From an optimization exercise on the open Yosys and OpenROAD flow, aimed at small area, a short achievable clock period and few clock cycles per item; shortcuts taken in it are not production practice. Only simulation tests tie the RTL to the original design; equivalence was not proved.

Setup of red:
Design aes_block_encrypt_unit, start of the top module:
module aes_block_encrypt_unit (
	input  logic        clk,
	input  logic        arst_n,
	input  logic        start,
	output logic        busy,
	input  logic [63:0] plaintext_high,
	input  logic [63:0] plaintext_low,
	output logic        done,
	output logic [63:0] ciphertext_high,
	output logic [63:0] ciphertext_low,
	input  logic        cfg_we,
	input  logic [2:0]  cfg_index,
	input  logic [63:0] cfg_data
);
Settings: LEC_CHECK=0, ABC_AREA=1, CAP_MARGIN=20, CORE_MARGIN=2, CORE_UTILIZATION=50, PLACE_DENSITY=0.65, SETUP_SLACK_MARGIN=1.5, SLEW_MARGIN=20; clock period 7.0 ns.
run.sh (not shown) runs the stock make flow with config.mk's settings and CLKGATE_MAP_FILE= SYNTH_SCRIPT=/design/flow/synth_recipe.tcl, a recipe that flattens the netlist after the stock synthesis.
Testbench counts of red, summed over its fixed seeds: cycles 30,296, blocks 2,304.
The inputs of blue differ from those of red as listed below.
# red
export LEC_CHECK = 0
export ABC_AREA = 1
export CAP_MARGIN = 20
export CORE_MARGIN = 2
export CORE_UTILIZATION = 50
export PLACE_DENSITY = 0.65
export SETUP_SLACK_MARGIN = 1.5
export SLEW_MARGIN = 20
create_clock -name core_clock -period 7.0 [get_ports {clk}]
# blue
export LEC_CHECK = 0
export ABC_AREA = 1
export CAP_MARGIN = 20
export CORE_MARGIN = 2
export CORE_UTILIZATION = 50
export PLACE_DENSITY = 0.65
export SETUP_SLACK_MARGIN = 2.5
export SLEW_MARGIN = 20
create_clock -name core_clock -period 7.0 [get_ports {clk}]
Relative to red, worst relative slew slack decreased by 8.8 points in blue.
Longest individual stage delay on the worst path up 0.03 ns in blue wrt red
When blue is measured against red, its wire length turns out 6.6% higher.
Fraction of area in registers sits lower in blue than in red.
Diff blue and red: worst setup slack after layout lower in red
In the tables for blue and red, ratio of final minimum period to clock period reads higher with red.
> inputs changed (blue -> green)
# blue
export LEC_CHECK = 0
export ABC_AREA = 1
export CAP_MARGIN = 20
export CORE_MARGIN = 2
export CORE_UTILIZATION = 50
export PLACE_DENSITY = 0.65
export SETUP_SLACK_MARGIN = 2.5
export SLEW_MARGIN = 20
create_clock -name core_clock -period 7.0 [get_ports {clk}]
# green
export LEC_CHECK = 0
export ABC_AREA = 1
export CAP_MARGIN = 20
export CORE_MARGIN = 2
export CORE_UTILIZATION = 50
export PLACE_DENSITY = 0.65
export SETUP_SLACK_MARGIN = 2.0
export SLEW_MARGIN = 20
create_clock -name core_clock -period 7.0 [get_ports {clk}]
Findings:
Number of instances resized during post-cts repair, green and blue: smaller value in green
Worst hold slack essentially unchanged between blue and green.
green ends up with lower number of global-route vias before repair than blue does.
Total stage count of the critical path ends up higher on blue.
Here is what was changed in the inputs of orange compared with green.
==> flow/flow/run.sh (new file) <==
#!/bin/bash
# Layout flow: the standard flow (standard synthesis, floorplan, placement, CTS, routing)
# with one change: the buffers that placement puts on every input and output port are
# sky130_fd_sc_hd__buf_1 instead of the buffer_ports default pick (clkdlybuf4s50_1).
# The make output goes to standard_flow.log; each ORFS step keeps its own log under orfs/logs.
set -euo pipefail
bash standard.sh "BUFFER_PORTS_ARGS=-buffer_cell sky130_fd_sc_hd__buf_1" finish > standard_flow.log 2>&1
==> flow/standard.sh (new file) <==
#!/bin/bash
# synth_recipe.tcl (not shown) runs the flow's synth.tcl, then flattens the netlist and writes it again
# the make line also repeats each setting of config.mk as NAME=value (left out here)
make -C /OpenROAD-flow-scripts/flow DESIGN_CONFIG=/design/flow/config.mk WORK_HOME=/design/flow/orfs CLKGATE_MAP_FILE= SYNTH_SCRIPT=/design/flow/synth_recipe.tcl "${@:-finish}"
removed: flow/run.sh
Notes after the runs:
Hold slack: green vs orange — no meaningful difference
Per the comparison of orange with green, worst slack at placement decreased by 0.027 ns relative to the old numbers; detailed-routed wire length on met3 comparable; design area went down 0.0021 sq mm.
Re sequential share of layout area: green was lower than orange.
orange reports its last element of the critical path as st_q[115] while green reports sin_q[27].
Relative to green, the via count of the first global-routing pass measured on orange has decreased slightly.
Re async set or reset register ratio after synthesis: no difference whatsoever between orange and green.
green has a lower minimum period implied by the final worst setup slack than orange.
orange ends up with a required time reported for the critical path endpoint that is 0.11 ns lower than in green.

Another version of the RTL of aes_block_encrypt_unit (not shown whole).
Size: ~14000 cells after synthesis.
## aes_block_encrypt_unit
module aes_block_encrypt_unit (
	input  logic        clk,
	input  logic        arst_n,
	input  logic        start,
	output logic        busy,
	input  logic [63:0] plaintext_high,
	input  logic [63:0] plaintext_low,
	output logic        done,
	output logic [63:0] ciphertext_high,
	output logic [63:0] ciphertext_low,
	input  logic        cfg_we,
	input  logic [2:0]  cfg_index,
	input  logic [63:0] cfg_data
);
export LEC_CHECK = 0
export ABC_AREA = 1
export CAP_MARGIN = 20
export CORE_MARGIN = 2
export CORE_UTILIZATION = 60
export PLACE_DENSITY = 0.72
export SETUP_SLACK_MARGIN = 2.0
export SLEW_MARGIN = 20
create_clock -name core_clock -period 7.0 [get_ports {clk}]
Stock flow here: none of the scripts above is used.
The baseline completed with no timing, DRC or antenna violations.
Testbench counts at the start, summed over its fixed seeds: cycles 30,296, blocks 2,304.
Edit:
CORE_UTILIZATION = 50   (was 60)
CTS_BUF_LIST = sky130_fd_sc_hd__clkbuf_4 sky130_fd_sc_hd__clkbuf_8   (was unset)
PLACE_DENSITY = 0.65   (was 0.72)
What happened:
- The new run produced a clean layout
- register-to-register slack barely changes
- critical path depth is higher by 19
- routed wire length falls by 2.5%
- cell count climbs by 2.6%
- setup slack improves by 0.047 ns
- cell area hardly moves
Edit:
CTS_BUF_LIST = unset   (was sky130_fd_sc_hd__clkbuf_4 sky130_fd_sc_hd__clkbuf_8)
After rerunning:
- setup slack improved by 0.054 ns
- die area stays the same
- worst hold slack gets better by 0.062 ns
- design area is about the same
- routed wire length stays flat
- cell count falls by about 0.6%
- register-to-register slack gets better by 0.05 ns
Edit:
SETUP_SLACK_MARGIN = 2.3   (was 2.0)
What happened:
- routed wire length went up by 2.9%
- clock-buffer cell count does not change
- via count rose by 2.6%
- worst setup slack gets better by 0.18 ns
- cell count went up by 1.6%
- hold slack degrades by 0.0033 ns
- first-iteration DRC count came out lower by 1.0%
- maximum frequency went up by 3.8%
- cell area goes up by 8.0%

-- what the ideal ports hide --
The results above use ideal ports. As a check the final layouts listed here were re-extracted and re-timed, cells and wires unchanged.
Step 1 assumes that a clkbuf_16 drives the clock port and a buf_2 every other input.
Step 2 moves the port delays by t, midway between the first and last clock arrival at a register: inputs arrive t later, outputs are due t later. That takes back most of the time a late clock gives input paths.
Three values: no drivers, after step 1, after step 2; two values: the first two.
run	shift t [ns]	setup WS [ns]	worst setup path after step 2	clock arrival spread, ns
red	0.825	1.748 / 1.748 / 1.411	input to register	0.060 / 0.061
blue	0.824	2.242 / 2.242 / 1.951	input to register	0.062 / 0.063
green	0.824	2.095 / 2.095 / 1.503	input to register	0.067 / 0.066
orange	0.810	1.877 / 1.877 / 1.697	input to register	0.065 / 0.065
the first run of note 2	0.823	2.012 / 2.052 / 1.259	input to register	0.031 / 0.031
the second run of note 2	1.006	2.059 / 2.059 / 1.140	input to register	0.071 / 0.071
the third run of note 2	0.821	2.113 / 2.113 / 1.570	input to register	0.052 / 0.052
the fourth run of note 2	0.827	2.294 / 2.294 / 1.550	input to register	0.056 / 0.056
After both steps setup and hold are still met in every run listed. For the second run of note 2, which loses most, drivers alone change the setup slack by 0.000 ns; drivers and shift together by -0.919 ns.
